Context: an optimization exercise on an open-source flow, tuned for small area, a short achievable clock period and few clock cycles. The choices shown serve that exercise and are no tape-out recipe.
No functional check of the RTL was part of any run shown here.
Power is estimated from default activity; no workload was simulated.

## flow/config.mk

```make
export PLATFORM = sky130hd
export DESIGN_NAME = event_sched_top
export DESIGN_NICKNAME = event_sched_top
export VERILOG_FILES = /design/flow/design.v
export SDC_FILE = /design/flow/constraint.sdc
export NUM_CORES = 8
export LEC_CHECK = 0
export ABC_AREA = 1
export CAP_MARGIN = 20
export CORE_MARGIN = 2
export CORE_UTILIZATION = 40
export SETUP_SLACK_MARGIN = 0.5
export SLEW_MARGIN = 20
```

## flow/constraint.sdc

```tcl
create_clock -name core_clock -period 14.5 [get_ports {clk}]
set_input_delay 2.9000 -clock core_clock [delete_from_list [all_inputs] [get_ports {clk}]]
set_output_delay 2.9000 -clock core_clock [all_outputs]
set_load 0.01 [all_outputs]
```

## flow/design.v

```verilog
`timescale 1ns/1ps
`default_nettype none
package event_sched_pkg;
    localparam int ADDR_W     = 16;
    localparam int COORD_W    = 8;
    localparam int ROW_STRIDE = 256;
    parameter int HALF_WIN    = 2;
    parameter int QUEUE_DEPTH = 16;
    function automatic logic lt8(input logic [7:0] a, input logic [7:0] b);
        logic r;
        r = 1'b0;
        for (int i = 0; i < 8; i++) r = (~a[i] & b[i]) | (~a[i] & r) | (b[i] & r);
        lt8 = r;
    endfunction
    function automatic logic lt16(input logic [15:0] a, input logic [15:0] b);
        logic r;
        r = 1'b0;
        for (int i = 0; i < 16; i++) r = (~a[i] & b[i]) | (~a[i] & r) | (b[i] & r);
        lt16 = r;
    endfunction
endpackage
`default_nettype wire
`timescale 1ns/1ps
`default_nettype none
module todo_lane (
    input  logic       seg_vld,
    input  logic [7:0] seg_top,
    input  logic [7:0] seg_lo,
    input  logic [7:0] seg_hi,
    input  logic       first,
    input  logic       f_in,
    input  logic       f_c1,
    input  logic       f_later,
    input  logic [7:0] row,
    input  logic [7:0] col,
    input  logic [7:0] col_inc,
    input  logic       step,
    output logic       act,
    output logic       cont,
    output logic       cov1,
    output logic       later,
    output logic       n_in,
    output logic       n_c1,
    output logic       n_later
);
    assign act   = seg_vld && !first && f_in && event_sched_pkg::lt8(col, seg_hi);
    assign cont  = act && !event_sched_pkg::lt8(col_inc, seg_lo);
    assign cov1  = seg_vld && !first && f_c1;
    assign later = seg_vld && (first || f_later);
    logic [8:0] d;    
    logic       neg, m1, m2, le2, le3, le4;
    assign d   = {1'b0, row} - {1'b0, seg_top};
    assign neg = d[8];
    assign m1  = (d == 9'h1ff);
    assign m2  = (d == 9'h1fe);
    assign le3 = !neg && (d[7:2] == 6'd0);
    assign le2 = le3 && (d[1:0] != 2'd3);
    assign le4 = le3 || (d == 9'd4);
    always_comb begin
        if (step) begin
            n_in    = m1 || le3;
            n_c1    = m2 || m1 || le2;
            n_later = neg && !m1 && !m2;
        end else begin
            n_in    = le4;
            n_c1    = m1 || le3;
            n_later = neg && !m1;
        end
    end
endmodule
`default_nettype wire
`timescale 1ns/1ps
`default_nettype none
module window_picker #(
    parameter int N = 5
) (
    input  logic [N-1:0]   mask,
    input  logic [N*N-1:0] ord,
    output logic [N-1:0]   pick
);
    always_comb begin
        for (int i = 0; i < N; i++) begin
            pick[i] = mask[i];
            for (int j = 0; j < N; j++) begin
                if (j != i && mask[j] && !ord[i*N+j]) pick[i] = 1'b0;
            end
        end
    end
endmodule
`default_nettype wire
`timescale 1ns/1ps
`default_nettype none
module sched_ctrl (
    input  logic [7:0] ev_top,
    input  logic [7:0] ev_lo,
    input  logic       cur_vld,
    input  logic [7:0] cur_top,
    input  logic [7:0] cur_hc,
    output logic       fresh,
    output logic       merge
);
    assign fresh = !cur_vld || event_sched_pkg::lt16({cur_top, cur_hc}, {ev_top, ev_lo});
    assign merge = cur_vld && (ev_top == cur_top)
                   && !event_sched_pkg::lt8(cur_hc + 8'd5, ev_lo);
endmodule
`default_nettype wire
`timescale 1ns/1ps
`default_nettype none
module event_sched_top #(
    parameter int NS = 3
) (
    input  logic        clk,
    input  logic        rst_n,
    input  logic [15:0] event_addr,
    input  logic        event_valid,
    output logic        event_ready,
    output logic [15:0] window_addr,
    output logic        window_valid,
    input  logic        window_ready
);
    localparam int N = NS + 1;
    logic [N-1:0]  seg_vld;
    logic [7:0]    seg_top [N];
    logic [7:0]    seg_lo  [N];
    logic [7:0]    seg_hi  [N];
    logic [NS-1:0] older [NS];
    logic [NS-1:0] f_in, f_c1, f_later;
    logic [7:0]    ev_top;   
    logic [7:0]    ev_lo;
    logic          multi;    
    logic          rdy;      
    logic [15:0]   pos;      
    logic          wv;
    logic          first;    
    logic          stale;    
    logic          fresh, merge;
    logic          room, consume, open_seg;
    logic [NS-1:0] alloc;
    assign event_ready  = rdy;
    assign window_valid = wv;
    assign window_addr  = pos;
    sched_ctrl sched_ctrl_inst (
        .ev_top(ev_top),
        .ev_lo(ev_lo),
        .cur_vld(seg_vld[NS]),
        .cur_top(seg_top[NS]),
        .cur_hc(seg_hi[NS]),
        .fresh(fresh),
        .merge(merge)
    );
    assign room     = !seg_vld[NS] || !(&seg_vld[NS-1:0]);
    assign consume  = !rdy && (!fresh || merge || room);
    assign open_seg = !rdy && fresh && !merge && room;
    always_comb begin
        alloc = '0;
        for (int s = NS - 1; s >= 0; s--) begin
            if (!seg_vld[s]) alloc = NS'(1) << s;
        end
        if (!(open_seg && seg_vld[NS])) alloc = '0;
    end
    logic [7:0]   R, C, R1, C1;
    logic [N-1:0] act, cont, cov1, later;
    logic [N*N-1:0] lo_before, age_before;
    logic [N-1:0] pick_in, pick_c1, pick_l;
    logic [7:0]   ht, hc;
    logic         lo_early;
    assign R  = pos[15:8];
    assign C  = pos[7:0];
    assign R1 = R + 8'd1;
    assign C1 = C + 8'd1;
    logic          step;     
    logic [NS-1:0] n_in, n_c1, n_later;
    for (genvar s = 0; s < NS; s++) begin : g_seg
        todo_lane todo_lane_inst (
            .seg_vld(seg_vld[s]),
            .seg_top(seg_top[s]),
            .seg_lo(seg_lo[s]),
            .seg_hi(seg_hi[s]),
            .first(first),
            .f_in(f_in[s]),
            .f_c1(f_c1[s]),
            .f_later(f_later[s]),
            .row(R),
            .col(C),
            .col_inc(C1),
            .step(step),
            .act(act[s]),
            .cont(cont[s]),
            .cov1(cov1[s]),
            .later(later[s]),
            .n_in(n_in[s]),
            .n_c1(n_c1[s]),
            .n_later(n_later[s])
        );
    end
    assign ht = seg_top[NS];
    assign hc = seg_hi[NS];
    logic r_eq, r1_eq, r_lt, r1_lt, c1_lt;
    assign r_eq  = (R == ht);
    assign r1_eq = (R == ht - 8'd1);
    assign r_lt  = event_sched_pkg::lt8(R, ht);
    assign r1_lt = r_lt && !r1_eq;
    assign c1_lt = event_sched_pkg::lt8(C1, hc);
    assign act[NS]   = seg_vld[NS] && !first && r_eq && c1_lt;
    assign cont[NS]  = act[NS] && !event_sched_pkg::lt8(C1, seg_lo[NS]);
    assign cov1[NS]  = seg_vld[NS] && !first && r1_eq;
    assign later[NS] = seg_vld[NS] && (first || r1_lt);
    assign lo_early = multi;
    always_comb begin
        for (int i = 0; i < N; i++) begin
            for (int j = 0; j < N; j++) begin
                if (i == NS)      lo_before[i*N+j] = !event_sched_pkg::lt8(seg_lo[j], seg_lo[i]);
                else if (j == NS) lo_before[i*N+j] = event_sched_pkg::lt8(seg_lo[i], seg_lo[j]);
                else if (i < j)   lo_before[i*N+j] = !event_sched_pkg::lt8(seg_lo[j], seg_lo[i]);
                else              lo_before[i*N+j] = event_sched_pkg::lt8(seg_lo[i], seg_lo[j]);
                if (i == NS)      age_before[i*N+j] = 1'b0;
                else if (j == NS) age_before[i*N+j] = 1'b1;
                else if (i < j)   age_before[i*N+j] = older[i][j];
                else              age_before[i*N+j] = !older[j][i];
            end
        end
    end
    window_picker #(.N(N)) pick_in_inst (.mask(act),   .ord(lo_before),  .pick(pick_in));
    window_picker #(.N(N)) pick_c1_inst (.mask(cov1),  .ord(lo_before),  .pick(pick_c1));
    window_picker #(.N(N)) pick_l_inst  (.mask(later), .ord(age_before), .pick(pick_l));
    logic        any_act, any_cont, any_c1, any_l;
    logic [7:0]  lo_in, lo_c1, lo_l, top_l;
    logic        early_in, early_c1, early_l;
    logic        due;
    logic        jump;
    logic [15:0] nxt;
    logic        adv;
    assign any_act  = |act;
    assign any_cont = |cont;
    assign any_c1   = |cov1;
    assign any_l    = |later;
    always_comb begin
        lo_in = '0; lo_c1 = '0; lo_l = '0; top_l = '0;
        for (int s = 0; s < N; s++) begin
            lo_in    = lo_in    | ({8{pick_in[s]}} & seg_lo[s]);
            lo_c1    = lo_c1    | ({8{pick_c1[s]}} & seg_lo[s]);
            lo_l     = lo_l     | ({8{pick_l[s]}}  & seg_lo[s]);
            top_l    = top_l    | ({8{pick_l[s]}}  & seg_top[s]);
        end
    end
    assign early_in = act[NS] && (!pick_in[NS] || lo_early);
    assign early_c1 = !pick_c1[NS] || lo_early;
    assign early_l  = !pick_l[NS] || lo_early;
    always_comb begin
        jump = 1'b0;
        if (any_act) begin
            nxt = {R, any_cont ? C1 : lo_in};
            due = r_lt || (r_eq && (any_cont ? c1_lt : early_in));
        end else if (any_c1) begin
            nxt = {R1, lo_c1};
            due = r1_lt || (r1_eq && early_c1);
        end else begin
            nxt  = {top_l, lo_l};
            due  = any_l && early_l;
            jump = 1'b1;
        end
        due = due && !stale;
    end
    assign adv  = (!wv || window_ready) && due;
    assign step = adv && !any_act && !jump;
    always_ff @(posedge clk) begin
        if (rdy && event_valid) begin
            ev_top <= event_addr[15:8] - 8'd2;
            ev_lo  <= event_addr[7:0] - 8'd2;
        end
        for (int s = 0; s < NS; s++) begin
            if (alloc[s]) begin
                seg_top[s] <= seg_top[NS];
                seg_lo[s]  <= seg_lo[NS];
                seg_hi[s]  <= seg_hi[NS] + 8'd4;
                f_in[s]    <= r_eq;
                f_c1[s]    <= r_eq || r1_eq;
                f_later[s] <= r1_lt;
                for (int j = 0; j < NS; j++) begin
                    if (j < s) older[j][s] <= 1'b1;
                    if (j > s) older[s][j] <= 1'b0;
                end
            end else if (stale || step) begin
                f_in[s]    <= n_in[s];
                f_c1[s]    <= n_c1[s];
                f_later[s] <= n_later[s];
            end
        end
        if (open_seg) begin
            seg_top[NS] <= ev_top;
            seg_lo[NS]  <= ev_lo;
            multi       <= 1'b0;
        end else if (consume && fresh) begin
            multi       <= 1'b1;
        end
        if (consume && fresh) begin
            seg_hi[NS] <= ev_lo;
        end
        if (adv) begin
            pos <= nxt;
        end
    end
    always_ff @(posedge clk or negedge rst_n) begin
        if (!rst_n) begin
            seg_vld <= '0;
            rdy     <= 1'b1;
            wv      <= 1'b0;
            first   <= 1'b1;
            stale   <= 1'b0;
        end else begin
            seg_vld[NS-1:0] <= (seg_vld[NS-1:0]
                                & (act[NS-1:0] | cov1[NS-1:0] | later[NS-1:0]
                                   | {NS{stale}}))
                               | alloc;
            stale <= (adv && jump) || (step && (|alloc));
            if (open_seg) seg_vld[NS] <= 1'b1;
            rdy <= rdy ? !event_valid : consume;
            if (!wv || window_ready) begin
                wv <= due;
                if (due) first <= 1'b0;
            end
        end
    end
endmodule
`default_nettype wire
```

## flow/flow/run.sh

```bash
#!/bin/bash
# The standard layout, with faster port buffers than the default choice.
set -euo pipefail
export BUFFER_PORTS_ARGS="-buffer_cell sky130_fd_sc_hd__buf_4"
bash standard.sh finish > standard_flow.log 2>&1
```

## flow/standard.sh

```bash
#!/bin/bash
# synth_recipe.tcl (not shown) runs the flow's synth.tcl, then flattens the netlist and writes it again
# the make line also repeats each setting of config.mk as NAME=value (left out here)
make -C /OpenROAD-flow-scripts/flow DESIGN_CONFIG=/design/flow/config.mk WORK_HOME=/design/flow/orfs CLKGATE_MAP_FILE= SYNTH_SCRIPT=/design/flow/synth_recipe.tcl "${@:-finish}"
```

==> results.txt, run 1 <==
Layout
In the final layout, the share of cells above drive strength 1 is under 10%. The relative area change from synthesis to final layout is 11.6%. The utilization of the core after routing is about 46%. The count of antenna diodes in the layout is 0. The count of nets after finishing is around 1500. The design area is 11900 um^2.

Setup path
Grouping stages by cell kind, the critical path spends the most delay in flip-flops. The worst path buffer plus inverter count is 1. At the worst endpoint, the required time is about 12000 ps. The cell with the largest stage delay on the worst path is sky130_fd_sc_hd__edfxtp_1.

The worst setup path category is flop to output pin. STA puts the critical path data arrival time at between 1000 and 1500 ps. Along the worst path, the maximum fanout reaches 12.

The worst setup path is captured at an output pin. The number of cells on the critical path is 1. On the worst path, the slowest cell contributes a delay of 770 ps. The critical path goes through buf_4. The cell depth of the worst flop-to-flop path is 15. The element type at the critical path start is a flop.

Timing
Derived from the worst setup path, the maximum achievable clock frequency is around 0.23 GHz. In this run the tightest slew margin relative to its limit is between 30 and 40%. The final sum of negative setup slack is 0 ps. The final count of pins violating max slew is 0. The final count of hold timing violations is 0. Setup violations remaining at the end of the flow were counted as 0.

The post-route clock period utilization is between 20 and 30%. Setup repair after global routing left no endpoint under its margin. At the pin with the least slew margin, the transition time is roughly 1000 ps. For the finished layout, the period the worst path requires is ~4300 ps. The clock arrives with approximately 17 ps of skew.

Synth
Ranked by total cell area, the synthesized netlist is headed by sky130_fd_sc_hd__edfxtp_1, sky130_fd_sc_hd__nand2_1, sky130_fd_sc_hd__inv_1. Of the post-synthesis cell area, the dominant cell type holds between 30% and 40%. The sequential element share of the synthesized area is approximately two fifths.

The largest family of logic cells by synthesized area is simple AND/OR/NAND/NOR gates. The share of the synthesized netlist area taken by xor and xnor gates is 4.01%. The proportion of synthesized flip-flops having asynchronous set or reset is 5.37%. The mean post-synth cell area is just under 8 um^2. The commonest cells after synthesis are sky130_fd_sc_hd__nand2_1, sky130_fd_sc_hd__inv_1, sky130_fd_sc_hd__edfxtp_1. The largest area contributor in the netlist is sky130_fd_sc_hd__edfxtp_1. The number of flip-flops and latches in the synthesized netlist is 149. The number of enable flip-flop cells after synthesis is 137. For this run, the number of Yosys warnings is 12. When the netlist entered floorplanning its net count stood at 1439.

After Yosys synthesis, full adders, half adders and majority gates account for approximately 6.4% of the synthesized area. The prevailing post-synth register cell is sky130_fd_sc_hd__edfxtp_1. The dominant cell by count in the synthesized netlist is sky130_fd_sc_hd__nand2_1.

The multiplexer area fraction after synthesis is 0%. After Yosys synthesis, and, or, nand and nor cells account for approximately a quarter of the synthesized area. The synthesized netlist devotes approximately 15% of its cell area to compound gates. Synthesis produced a netlist whose cell count is between 1000 and 1500.

The distinct cell type count after synthesis is 56. The total standard cell area after synthesis is 10700 um^2.

Min path
The worst hold path belongs to the class flop to flop. The number of cells on the worst hold path is 2.

Routing
Dividing the detail-routed via count by the number of cells gives 5.51. The routed design has around 31000 um of wire. The routed via count is between 9000 and 10000. The first detailed-routing pass took 16 iterations. The wire length on met3 is between 2000 and 3000 um. For this run, design rule violations remaining after detail routing come to 0. In the detailed route, the total length drawn on met2 is about 14000 um. The first routing iteration left around 1000 violations. The met1 layer wirelength in the final routing is roughly 15000 um.

After detailed routing, the average wire length per cell comes to 17.7 um. The top layer reached by signal wires is met4. The number of routed nets with antenna violations is 0.

Global routing
The initial antenna violation count is 0. Global routing consumed, over all layers together, roughly 22% of the routing resources. The number of global-route vias before repair is ~9000. The total grt overflow is 0. Entering global routing, the biggest net connects 28 pins. The global-route wire length before repair is around 50000 um.

Die
The die covers ~28000 um^2. Once the floorplan was initialized, standard cells occupied 40.9% of the core. 38 I/O pins were placed. After floorplanning, the core was divided into 59 placement rows. The die is ~170 um wide.

The vertical die dimension is around 170 um. The core area is around 26000 um^2.

Clock network
TritonCTS built the clock tree. The number of hold buffers added after CTS was 0. Clock-pin slew was measured on the worst setup and hold paths at approximately 70 ps. Clock tree synthesis selected as its root buffer the cell sky130_fd_sc_hd__clkbuf_16. The clock reaches the later pin of the worst-skew pair after between 400 and 500 ps. The number of clock buffers added by TritonCTS is 17. The count of H-tree levels built during CTS is 4. After clock tree synthesis, the setup repair step added 0 buffers. The count of cells resized by post-cts repair is 0. Counting along the longest clock path gives a buffer depth of 2. The CTS sink count is between 100 and 150.

Place
The placer's final routability congestion estimate is around 0.95. Input and output buffers added on the ports amount to 37. The wire-length estimate of the detail-placed layout is around 24000 um. Summing all placed instances gives a cell area of around 11000 um^2.

Flow run
The number of maximum-capacitance violations is 0.

Pwr
The reported leakage power is 0.00539 uW. For this design the ratio of total power to cell area is ~170 nW/um^2. IR analysis of the VDD net gives a maximum drop of 0.0000727 V.

Status
The run finished with no timing, DRC or antenna violations.
## report_power, final
group	total, uW	switching (uW)	leakage, uW	internal, uW
Clock	452	206	0.000287	245
Sequential	670	102	0.00140	568
Combinational	954	625	0.00371	329
## path summary, 6_finish.rpt
path	startpoint	endpoint	slack (ps)
min	older[1][2]$_SDFFE_PP1P_	older[1][2]$_SDFFE_PP1P_	480
min in group asynchronous	rst_n	wv$_DFFE_PN0N_	2300
min reg2reg	older[1][2]$_SDFFE_PP1P_	older[1][2]$_SDFFE_PP1P_	480
max reg2reg	seg_hi[3][0]$_DFFE_PP_	seg_top[1][0]$_DFFE_PP_	10300
max in group asynchronous	rst_n	rdy$_DFF_PN1_	11970
max	pos[9]$_DFFE_PP_	window_addr[9]	10160
## layout make-up
type / instances / area (um^2)
Clock buffer: 17 / 425
Multi-Input combinational cell: 975 / 5360
Timing Repair Buffer: 42 / 319
Fill cell: 2624 / 14200
Clock inverter: 15 / 163
Sequential cell: 149 / 4400
Tap cell: 335 / 419
Inverter: 227 / 852
## worst reg2reg max path, cell delays in order (launching register included)
cell and delay, ps:
sky130_fd_sc_hd__edfxtp_1 500, sky130_fd_sc_hd__ha_1 340, sky130_fd_sc_hd__maj3_1 350, sky130_fd_sc_hd__maj3_1 340
sky130_fd_sc_hd__nand2_1 60, sky130_fd_sc_hd__o221ai_1 100, sky130_fd_sc_hd__nand3_1 90, sky130_fd_sc_hd__o221ai_1 110
sky130_fd_sc_hd__nand2_1 70, sky130_fd_sc_hd__o21ai_0 70, sky130_fd_sc_hd__nand4_1 150, sky130_fd_sc_hd__nand3_1 150
sky130_fd_sc_hd__nor2_1 410, sky130_fd_sc_hd__nand3_1 360, sky130_fd_sc_hd__inv_1 360, sky130_fd_sc_hd__buf_4 380
## state kept, by name, summed over array words and instances, names as in the netlist
register	count
seg_hi	32
seg_lo	32
seg_top	32
pos	16
ev_lo	8
ev_top	8
seg_vld	4
f_c1	3
f_in	3
f_later	3
older	3
first	1
multi	1
rdy	1
stale	1
wv	1
## routing by layer
layer,up-vias,global-route usage [%]
met3,27,4.51
met5,-,0
met1,4571,32.8
met2,354,34.7
met4,0,4.46
li1,4752,-
## logic make-up after synthesis
group,Yosys count
XOR/XNOR,49
AND/OR/NAND/NOR,620
flip-flops,149
buffers and inverters,244
adder cells (fa/ha/maj),53
AO/OA/AOI/OAI,253
## placed cells by master, fill, tap and decap left out, types with 3 or more instances in the layout
master / n
sky130_fd_sc_hd__ha_1: 48
sky130_fd_sc_hd__o21ai_1: 4
sky130_fd_sc_hd__inv_6: 4
sky130_fd_sc_hd__o21ai_2: 9
sky130_fd_sc_hd__edfxtp_1: 137
sky130_fd_sc_hd__clkbuf_16: 17
sky130_fd_sc_hd__inv_8: 5
sky130_fd_sc_hd__inv_2: 10
sky130_fd_sc_hd__nand3_2: 3
sky130_fd_sc_hd__buf_4: 41
sky130_fd_sc_hd__o221ai_1: 10
sky130_fd_sc_hd__nand4_1: 36
sky130_fd_sc_hd__o21bai_1: 9
sky130_fd_sc_hd__xor2_1: 43
sky130_fd_sc_hd__or2_2: 14
sky130_fd_sc_hd__nand2_2: 6
sky130_fd_sc_hd__nor2_1: 123
sky130_fd_sc_hd__a22o_1: 5
sky130_fd_sc_hd__o21ai_0: 48
sky130_fd_sc_hd__nand3_1: 77
sky130_fd_sc_hd__nor3_1: 15
sky130_fd_sc_hd__a21oi_1: 60
sky130_fd_sc_hd__nor4_1: 4
sky130_fd_sc_hd__nand2_4: 3
sky130_fd_sc_hd__o22ai_1: 76
sky130_fd_sc_hd__o211ai_1: 9
sky130_fd_sc_hd__nor2_2: 4
sky130_fd_sc_hd__inv_1: 212
sky130_fd_sc_hd__fa_1: 3
sky130_fd_sc_hd__clkinv_1: 5
sky130_fd_sc_hd__nand2_1: 325
sky130_fd_sc_hd__dfrtp_1: 6
sky130_fd_sc_hd__a31oi_1: 9
sky130_fd_sc_hd__dfxtp_1: 4
sky130_fd_sc_hd__xnor2_1: 6
## stage by stage
step | hold WS (ps) | worst slack (ps) | std cells | total power, uW
5_1_grt | 492 | 9970 | 1760 | 2230
4_1_cts | 473 | 10130 | 1760 | 2070
6_report | 477 | 10160 | 1760 | 2080
3_3_place_gp | 458 | 10060 | 1727 | 1600
3_5_place_dp | 456 | 10020 | 1728 | 1620
2_1_floorplan | 433 | 10250 | 1368 | 1330
==> inputs of run 2 (changes only) <==
--- a/flow/design.v
+++ b/flow/design.v
@@ -131,4 +131,9 @@
     logic          rdy;      
+    logic          rdy_o;    
+    logic          wv_o;     
+    logic          ph;       
+    logic          fresh_q, merge_q;
     logic [15:0]   pos;      
     logic          wv;
+    logic [15:0]   wa;       
     logic          first;    
@@ -138,5 +143,5 @@
     logic [NS-1:0] alloc;
-    assign event_ready  = rdy;
-    assign window_valid = wv;
-    assign window_addr  = pos;
+    assign event_ready  = rdy_o;
+    assign window_valid = wv_o;
+    assign window_addr  = wa;
     sched_ctrl sched_ctrl_inst (
@@ -151,4 +156,4 @@
     assign room     = !seg_vld[NS] || !(&seg_vld[NS-1:0]);
-    assign consume  = !rdy && (!fresh || merge || room);
-    assign open_seg = !rdy && fresh && !merge && room;
+    assign consume  = !rdy && ph && (!fresh_q || merge_q || room);
+    assign open_seg = !rdy && ph && fresh_q && !merge_q && room;
     always_comb begin
@@ -288,2 +293,4 @@
         end
+        fresh_q <= fresh;
+        merge_q <= merge;
         if (open_seg) begin
@@ -292,6 +299,6 @@
             multi       <= 1'b0;
-        end else if (consume && fresh) begin
+        end else if (consume && fresh_q) begin
             multi       <= 1'b1;
         end
-        if (consume && fresh) begin
+        if (consume && fresh_q) begin
             seg_hi[NS] <= ev_lo;
@@ -301,2 +308,5 @@
         end
+        if (!wv || window_ready) begin
+            wa <= nxt;
+        end
     end
@@ -306,2 +316,5 @@
             rdy     <= 1'b1;
+            rdy_o   <= 1'b1;
+            wv_o    <= 1'b0;
+            ph      <= 1'b0;
             wv      <= 1'b0;
@@ -316,5 +329,10 @@
             if (open_seg) seg_vld[NS] <= 1'b1;
-            rdy <= rdy ? !event_valid : consume;
+            rdy   <= rdy ? !event_valid : consume;
+            rdy_o <= rdy_o ? !event_valid : consume;
+            ph    <= !rdy && !consume;
+            if (!wv_o || window_ready) begin
+                wv_o <= due;
+            end
             if (!wv || window_ready) begin
-                wv <= due;
+                wv   <= due;
                 if (due) first <= 1'b0;
==> flow/flow/run.sh (replaced) <==
#!/bin/bash
# The standard layout, with faster port buffers than the default choice and
# a clock tree without dummy loads.
set -euo pipefail
export BUFFER_PORTS_ARGS="-buffer_cell sky130_fd_sc_hd__buf_4"
export CTS_ARGS="-sink_clustering_enable -repair_clock_nets -buf_list sky130_fd_sc_hd__clkbuf_8 -dont_use_dummy_load"
bash standard.sh finish > standard_flow.log 2>&1
--- a/flow/config.mk
+++ b/flow/config.mk
@@ -11,2 +11,3 @@
 export CORE_UTILIZATION = 40
+export CTS_BUF_LIST = sky130_fd_sc_hd__clkbuf_8
 export SETUP_SLACK_MARGIN = 0.5
==> run 2 against run 1 <==
Effect of this change: cell count up 7.6%; utilization decreased by 1.8 points; clock power shrank 43%; combinational power up 36%; clock skew rose by 20 ps; count of clock-buffer cells in the layout unchanged; first-iteration DRC count increased by 18%; wire length is 9.6% higher; non-clock buffer count increased by 1; sequential share of layout area grew 3.0 points; synthesized cell count up 7.1%; sequential power up 36%; largest cell class unchanged; largest power group unchanged; highest routed layer unchanged.
==> results.txt, run 2 <==
Timing
The post-route clock period utilization came to 30.4% (+0.49 points). The final sum of negative setup slack is 0 ps (unchanged). The final count of hold timing violations was 0 (unchanged). The final worst clock skew is 36.9 ps (+19.7 ps). The smallest hold slack is 489 ps (+12.3 ps). The worst slew slack as a fraction of its limit came to 21.0% (-9.4 points). Setup repair after global routing left no endpoint under its margin. The final number of setup-violating endpoints came to 0 (unchanged).

The time the final worst path needs with I/O delays and setup is 4410 ps (+71.4 ps). The maximum clock frequency is 0.227 GHz (-1.6%). The final count of pins violating max slew came to 0 (unchanged). The slew at the pin with the worst max-slew slack is 1170 ps (+136 ps). The slack of the critical path is 10090 ps (-71.4 ps).

Synth
The number of standard cells after synthesis is 1465 (+7.1%). The number of enable flip-flop cells after synthesis was 153 (+12%). After synthesis, the largest family of logic cells by area is simple AND/OR/NAND/NOR gates. The most used flip-flop cell after synthesis is sky130_fd_sc_hd__edfxtp_1. The number of flip-flops and latches in the synthesized netlist is 170 (+14%).

The multiplexer area fraction after synthesis is 0% (unchanged). The fraction of post-synthesis cell area in the top cell type by area is 39.8% (+1.3 points). The dominant cell by count in the synthesized netlist is sky130_fd_sc_hd__nand2_1. The share of the synthesized netlist area taken by xor and xnor gates was 3.72% (-0.30 points). The synthesized-area fraction occupied by adder cells is 5.90% (-0.47 points). The sequential element share of the synthesized area is 43.3% (+2.1 points). The number of warning messages in the yosys log is 12 (unchanged). The proportion of synthesized flip-flops having asynchronous set or reset is 6.47% (+1.1 points). The total standard cell area after synthesis is 11500 um^2 (+7.9%).

Ranked by instance count, the synthesized netlist is headed by sky130_fd_sc_hd__nand2_1, sky130_fd_sc_hd__inv_1, sky130_fd_sc_hd__edfxtp_1. The mean post-synth cell area is 7.88 um^2 (+0.80%). The share of synthesized cell area in and, or, nand and nor gates is 24.5% (-0.67 points). The distinct cell type count after synthesis came to 48 (-14%).

The total nets after synthesis was 1536 (+6.7%). Yosys attributes the largest share of cell area to sky130_fd_sc_hd__edfxtp_1, sky130_fd_sc_hd__nand2_1, sky130_fd_sc_hd__inv_1. The synthesized design spends more area on one cell type than any other, namely sky130_fd_sc_hd__edfxtp_1.

The area fraction in compound gates after synthesis is 13.3% (-1.2 points).

Clock network
The cell at the root of the clock tree is sky130_fd_sc_hd__clkbuf_8. The count of cells resized by post-cts repair is 0 (unchanged). The clock tree from TritonCTS is yes. The number of buffers added to fix hold violations after cts is 0 (unchanged). The count of H-tree levels built during CTS came to 4 (unchanged).

The clock latency on the worst-skew pair is 480 ps (+40 ps). The number of clock buffers inserted by TritonCTS is 17 (unchanged). The CTS clock-pin slew for the worst setup and hold paths is 80 ps (about the same). The buffer depth of the longest clock path is 2 (unchanged). The CTS sink count is 170 (+14%).

The number of buffers inserted to repair setup after CTS is 0 (unchanged).

Place
The placed wire-length estimate came to 26100 um (+7.3%). The placer's final routability congestion estimate was 0.920 (-3.2%). The port buffer count came to 37 (unchanged).

The total placed instance area was 12300 um^2 (+8.4%). The pre-CTS setup slack is 9370 ps (-650 ps).

Routing
The average vias per placed instance is 5.39 (-2.3%). The number of routed nets with antenna violations was 0 (unchanged). The routed via count came to 10200 (+5.1%). The wire length per cell is 18.1 um (+1.8%). The residual DRC count is 0 (unchanged). The first-pass iteration count of the detailed router came to 5 (-11).

The aggregate routed wire length is 34200 um (+9.6%). The number of violations reported at the end of detailed-routing iteration 0 is 1223 (+18%).

Layout
The top cell types in the final layout, fill and taps aside, are sky130_fd_sc_hd__nand2_1, sky130_fd_sc_hd__inv_1, sky130_fd_sc_hd__edfxtp_1. The final-layout fill cell count is 2938 (+12%). The count of antenna diodes in the layout is 0 (unchanged). The largest registers in the layout are seg_hi: 32 flops, seg_lo: 32 flops, seg_top: 32 flops. The share of final-layout standard cells stronger than drive strength 1 is 7.22% (-2.0 points). Leaving out fill and tap cells, the most frequent cell in the layout is sky130_fd_sc_hd__nand2_1.

The area growth from synthesis to layout is 8.57%. The count of nets after finishing came to 1583 (+6.7%). The design area came to 12500 um^2 (+5.0%).

Pwr
The share of total power in the clock network came to 10.4% (-11 points). The reported leakage power is 0.00570 uW (+5.7%). The proportion of power drawn by combinational gates is 52.7% (+6.7 points). The switching component of the power came to 1180 uW (+27%). The sequential group share of total power is 36.9% (+4.6 points).

The power per cell area is 197 nW/um^2 (+13%). The overall power consumption is 2460 uW (+19%). The peak supply drop is 0.0000717 V (-1.3%).

The total internal power was 1280 uW (+12%). The net switching share of the total power was 48.0% (+3.1 points).

Die
The horizontal extent of the die is 174 um (+3.8%). The number of standard-cell rows in the floorplan was 62 (+5.1%). The die outline area came to 30200 um^2 (+7.8%).

The number of primary I/O pins came to 38 (unchanged). The core area is 28500 um^2 (+9.2%). The initial core utilization is 40.4% (-0.49 points). The vertical die dimension is 174 um (+3.8%).

Setup path
The worst setup path is captured at a flop. The data arrival time at the worst-slack endpoint was 4500 ps (+3060 ps). The cell occurring most often along the worst timing path is sky130_fd_sc_hd__inv_1. The required time at the endpoint of the critical path was 14590 ps (+2990 ps).

The worst path buffer plus inverter count is 3 (+2). On the critical path the largest part of the delay comes from simple AND/OR/NAND/NOR gates. The worst setup path category is flop to flop.

The largest driver fanout on the critical path is 16 (+4). The largest incremental delay on the critical path was 990 ps (+220 ps). Traced cell by cell, the critical path runs through inv_1 > ha_1 > nand2_1 > nor4_1 > inv_1 > nor2_1 > nand3_2 > nand3_4 > nand2_2 > a21oi_2 > o211ai_1 > inv_1. The element type at the critical path start is a flop. The slowest stage of the critical path belongs to the cell sky130_fd_sc_hd__nor4_1.

Global routing
The initial antenna violation count is 0 (unchanged). The number of global-route vias before repair was 9475 (+6.0%). The total routing resource utilization after global routing is 22.9% (+0.49 points).

The total grt overflow is 0 (unchanged). The global-route wire length before repair came to 53200 um (+8.9%). The largest net degree at the start of global routing came to 32 (+14%).

Flow run
The number of maximum-capacitance violations is 0 (unchanged).

Min path
The tightest min-delay check is of the flop to flop type.

Status
The run finished with no timing, DRC or antenna violations.
## run 2: path summary, 6_finish.rpt
path | from | endpoint | slack (ps) | depth (start not counted)
worst max-delay path | pos[9]$_DFFE_PP_ | pos[1]$_DFFE_PP_ | 10090 | 12
worst min-delay path | ev_top[3]$_DFFE_PP_ | seg_top[3][3]$_DFFE_PP_ | 490 | 0
worst max register to register | pos[9]$_DFFE_PP_ | pos[1]$_DFFE_PP_ | 10090 | 12
worst min register to register | ev_top[3]$_DFFE_PP_ | seg_top[3][3]$_DFFE_PP_ | 490 | 0
max in group asynchronous | rst_n | first$_DFFE_PN1P_ | 11970 | 1
min in group asynchronous | rst_n | ph$_DFF_PN0_ | 2260 | 1
## run 2: logic make-up after synthesis
kind of cell | after synthesis
simple gates | 653
flops | 170
fa+ha+maj | 53
xor+xnor | 49
buf+inv | 284
compound gates | 256
## run 2: cell type report
type	instances	area, um^2	share of cell area, %
sequential	170	4990	39.8
tap	384	480	3.83
inverter	269	1010	8.06
multi-input combinational	1011	5490	43.8
clock buffer	17	234	1.87
timing repair buffer	43	323	2.58
## run 2: power by group through the flow
stage | Sequential (uW) | Combinational [uW] | Clock [uW]
3_3_place_gp | 917 | 1260 | 0
4_1_cts | 909 | 1290 | 265
5_1_grt | 928 | 1460 | 282
6_report | 910 | 1300 | 256
3_5_place_dp | 919 | 1280 | 0
2_1_floorplan | 859 | 920 | 0
## run 2: metrics by stage
stage | utilization [%] | instances
after global routing | 43.9 | 1894
final | 43.9 | 1894
after global placement | 43.1 | 1877
after floorplan | - | 1465
after CTS | 43.9 | 1894
after detailed placement | 43.1 | 1877
## run 2: metal layers
metal	part of all wire [%]	GRT usage, %	up-vias
li1	-	-	4983
met1	45	32.8	4720
met2	44	34.7	445
met3	9.0	4.87	53
met4	2.6	7.32	0
met5	0	0	-
==> inputs of run 3 (changes only) <==
==> flow/flow/run.sh (replaced) <==
#!/bin/bash
# The standard layout, with faster port buffers than the default choice, a
# clock tree without dummy loads, and timing repair aiming well past the
# clock period's needs.
set -euo pipefail
export BUFFER_PORTS_ARGS="-buffer_cell sky130_fd_sc_hd__buf_4"
export CTS_ARGS="-sink_clustering_enable -repair_clock_nets -buf_list sky130_fd_sc_hd__clkbuf_8 -dont_use_dummy_load"
bash standard.sh SETUP_SLACK_MARGIN=10.5 finish > standard_flow.log 2>&1
==> run 3 against run 2 <==
Effect of this change: final area is 1.0% higher; sequential share of layout area fell by 0.40 points; worst hold slack improved by 2.9 ps; combinational power about the same; via count increased by 1.2%; setup slack better by 360 ps; maximum frequency grew 8.8%; count of clock-buffer cells in the layout did not move; cell count increased by 0.37%; total power increased by 1.0%; clock skew increased by 16 ps; critical path type is now flop to output pin; largest power group unchanged; highest routed layer unchanged.
==> results.txt, run 3 <==
Global routing
The number of global-route vias before repair is 9430 (-0.47%). The global-route wire length before repair is 53100 um (-0.19%). The total grt overflow is 0 (unchanged). The total routing resource utilization after global routing is 22.7% (-0.22 points). The initial antenna violation count is 0 (unchanged).

The largest net degree at the start of global routing is 32 (unchanged).

Synth
Yosys attributes the largest share of cell area to sky130_fd_sc_hd__edfxtp_1, sky130_fd_sc_hd__nand2_1, sky130_fd_sc_hd__inv_1. The mean post-synth cell area is 7.88 um^2 (unchanged). The number of standard cells after synthesis came to 1465 (unchanged). The total standard cell area after synthesis is 11500 um^2 (unchanged). The distinct cell type count after synthesis was 48 (unchanged). The number of enable flip-flop cells after synthesis is 153 (unchanged). The fraction of post-synthesis cell area in the top cell type by area came to 39.8% (unchanged). The total nets after synthesis is 1536 (unchanged). The number of warning messages in the yosys log was 12 (unchanged).

The proportion of synthesized flip-flops having asynchronous set or reset is 6.47% (unchanged). The prevailing post-synth register cell is sky130_fd_sc_hd__edfxtp_1. By instance count, the leading cell after synthesis is sky130_fd_sc_hd__nand2_1.

The number of flip-flops and latches in the synthesized netlist is 170 (unchanged). The sequential element share of the synthesized area is 43.3% (unchanged). The largest area contributor in the netlist is sky130_fd_sc_hd__edfxtp_1. In the synthesized netlist, the cells that appear most often are sky130_fd_sc_hd__nand2_1, sky130_fd_sc_hd__inv_1, sky130_fd_sc_hd__edfxtp_1.

Flow run
The number of maximum-capacitance violations is 0 (unchanged).

Timing
The final number of setup-violating endpoints came to 0 (unchanged). The slew at the pin with the worst max-slew slack is 1150 ps (-28.4 ps). The maximum clock frequency was 0.247 GHz (+8.8%). The post-route clock period utilization is 28.0% (-2.5 points). Setup repair after global routing could not meet its margin everywhere. The time the final worst path needs with I/O delays and setup is 4050 ps (-356 ps). The final sum of negative setup slack is 0 ps (unchanged).

The final worst clock skew was 52.9 ps (+16.0 ps). The final count of hold timing violations is 0 (unchanged). The worst slew slack as a fraction of its limit came to 23.0% (+1.9 points). The final count of pins violating max slew is 0 (unchanged). The slack of the critical path was 10450 ps (+356 ps).

Clock network
The count of H-tree levels built during CTS was 4 (unchanged). TritonCTS built the clock tree. The tree is rooted in a sky130_fd_sc_hd__clkbuf_8.

The CTS clock-pin slew for the worst setup and hold paths came to 110 ps (+30 ps). The CTS sink count is 170 (unchanged). The clock latency on the worst-skew pair is 480 ps (about the same). The number of clock buffers inserted by TritonCTS is 17 (unchanged). The buffer depth of the longest clock path is 2 (unchanged).

Layout
The library cell used most frequently in the layout, excluding fill and tap cells, is sky130_fd_sc_hd__nand2_1. The count of nets after finishing is 1590 (+0.44%). In the final layout, the registers with the most flip-flops are seg_hi: 32 flops, seg_lo: 32 flops, seg_top: 32 flops. The design area came to 12700 um^2 (+1.0%). The number of standard cells in the final layout excluding fillers is 1901 (+0.37%).

In the layout the commonest cells are sky130_fd_sc_hd__nand2_1, sky130_fd_sc_hd__inv_1, sky130_fd_sc_hd__edfxtp_1. The multi-input gate area in the final layout is 5550 um^2 (+1.0%). The share of final-layout standard cells stronger than drive strength 1 is 8.11% (+0.89 points). The final-layout fill cell count was 2959 (+0.71%). The count of antenna diodes in the layout is 0 (unchanged). The register area is 4990 um^2 (unchanged). Relative to the synthesized area, the layout overhead comes to 9.68%.

Pwr
The overall power consumption came to 2490 uW (+1.0%). The proportion of power drawn by combinational gates is 53.4% (+0.7 points). The switching component of the power is 1190 uW (+0.77%). The share of total power in the clock network is 10.3% (about the same). The peak supply drop was 0.0000823 V (+15%).

The reported leakage power is 0.00573 uW (+0.58%). The total internal power came to 1300 uW (+1.3%). The net switching share of the total power is 47.9% (-0.12 points). The power per cell area was 197 nW/um^2 (about the same).

The sequential group share of total power is 36.4% (-0.5 points).

Setup path
The launching instance or port of the critical path is rdy_o$_DFF_PN1_. The worst path buffer plus inverter count came to 1 (-2). In this run the worst setup path terminates at event_ready. The worst setup path category is flop to output pin. Traced cell by cell, the critical path runs through buf_6.

STA classifies the critical path startpoint as a flop. The data arrival time at the worst-slack endpoint was 1150 ps (-3350 ps). The largest incremental delay on the critical path is 570 ps (-420 ps).

The largest driver fanout on the critical path was 3 (-13). The required time at the endpoint of the critical path is 11600 ps (-2990 ps). The reg-to-reg endpoint is pos[2]$_DFFE_PP_. The cell depth of the worst flop-to-flop path was 17 (+5).

The kind of end point of the critical path is an output pin. The worst setup slack for register-to-register paths is 10870 ps (+780 ps). The number of cells on the critical path came to 1 (-11).

The family of cells with the greatest summed delay on the critical path is flip-flops. The slowest stage of the critical path belongs to the cell sky130_fd_sc_hd__dfstp_2. The origin of the critical flop-to-flop path is pos[8]$_DFFE_PP_.

Die
The number of primary I/O pins is 38 (unchanged). The die outline area was 30200 um^2 (unchanged). The initial core utilization is 40.4% (unchanged). The number of standard-cell rows in the floorplan was 62 (unchanged). The horizontal extent of the die was 174 um (unchanged). The core area is 28500 um^2 (unchanged). The vertical die dimension is 174 um (unchanged).

Routing
The routed via count was 10300 (+1.2%). The average vias per placed instance is 5.43 (+0.83%). The first-pass iteration count of the detailed router was 6 (+1). The residual DRC count was 0 (unchanged). The number of violations reported at the end of detailed-routing iteration 0 is 1048 (-14%). The number of routed nets with antenna violations is 0 (unchanged).

The aggregate routed wire length is 34300 um (+0.30%). The wire length per cell is 18.0 um (about the same).

Place
The pre-CTS setup slack is 10070 ps (+697 ps). The port buffer count was 37 (unchanged). The placer's final routability congestion estimate is 0.912 (-0.80%). The total instance count after detailed placement came to 1876 (-0.053%). The total placed instance area is 12300 um^2 (+0.15%). The placed wire-length estimate is 26100 um (+0.17%).

Status
The run finished with no timing, DRC or antenna violations.

Min path
The classification of the worst-slack hold path is flop to flop.
-- run 3: cell type report --
cell class,instances,area share (%)
Clock buffer,17,1.85
Inverter,269,8.06
Multi-Input combinational cell,1011,43.8
Sequential cell,170,39.4
Tap cell,384,3.80
Timing Repair Buffer,49,2.97
Timing Repair inverter,1,0.0593
-- run 3: routing by layer --
metal,global-route usage [%],wire length [um]
met3,3.49,2930
met2,34.7,15000
met4,6.65,716
met1,33.3,15600
met5,0,0
-- run 3: power by group through the flow --
stage               combinational, uW  clock (uW)  sequential (uW)
floorplan                         922           0              859
global placement                 1250           0              920
detailed placement               1270           0              921
CTS                              1280         262              912
global route                     1490         278              923
finish                           1330         255              906
-- run 3: worst min path at each step --
stage                                   start                       to  slack [ps]  cells after the start
after detailed placement  ev_top[5]$_DFFE_PP_  seg_top[3][5]$_DFFE_PP_         470                      0
after global routing      ev_top[5]$_DFFE_PP_  seg_top[3][5]$_DFFE_PP_         510                      0
after global placement    ev_top[5]$_DFFE_PP_  seg_top[3][5]$_DFFE_PP_         460                      0
after floorplan           ev_top[1]$_DFFE_PP_  seg_top[3][1]$_DFFE_PP_         450                      0
after CTS                 ev_top[5]$_DFFE_PP_  seg_top[3][5]$_DFFE_PP_         500                      0
final                     ev_top[6]$_DFFE_PP_  seg_top[3][6]$_DFFE_PP_         490                      0
-- run 3: logic make-up after synthesis --
group / count (synthesis) / share of synthesized area (%)
AO/OA/AOI/OAI: 256 / 13.3
XOR/XNOR: 49 / 3.72
adder cells (fa/ha/maj): 53 / 5.90
buffers and inverters: 284 / 9.30
flip-flops: 170 / 43.3
AND/OR/NAND/NOR: 653 / 24.5
-- run 3: through the flow --
| step | hold WS [ps] | utilization, % |
|---|---|---|
| 3_5_place_dp | 468 | 43.1 |
| 4_1_cts | 495 | 44.0 |
| 6_report | 492 | 44.3 |
| 3_3_place_gp | 459 | 43.1 |
| 5_1_grt | 506 | 44.3 |
| 2_1_floorplan | 449 | - |
-- run 3: timing repair --
item | 4_1_cts | 5_1_grt
setup buffers | 0 | 7
hold buffers | 0 | 0
setup endpoints to repair | 18 | 63
resized for setup | 3 | 9
gates cloned | 0 | 1
pin swaps | 0 | 0

## static timing again, ports no longer ideal
In the flow no input, the clock included, has a driving cell. The finished layouts below were timed again as built, in two steps. Step 1 assumes that a clkbuf_16 drives the clock port and a buf_2 every other input. Step 2, shift: input delay + t, output delay - t, t = (earliest + latest rising clock arrival at the registers) / 2. This alone moves slack from input paths to output paths. Slacks: ideal ports / drivers / drivers and shift; pairs: ideal ports / drivers.
run	t (ns)	slack for setup (ns)	worst setup path at the end
run 1	0.476	10.161 / 10.113 / 10.006	input to register
run 2	0.512	10.090 / 10.090 / 9.798	input to register
run 3	0.504	10.445 / 10.398 / 10.193	input to register
After both steps every run listed still meets setup and hold. The setup slack of run 2, which loses most, moves by 0.000 ns with the drivers and by -0.292 ns with both steps.
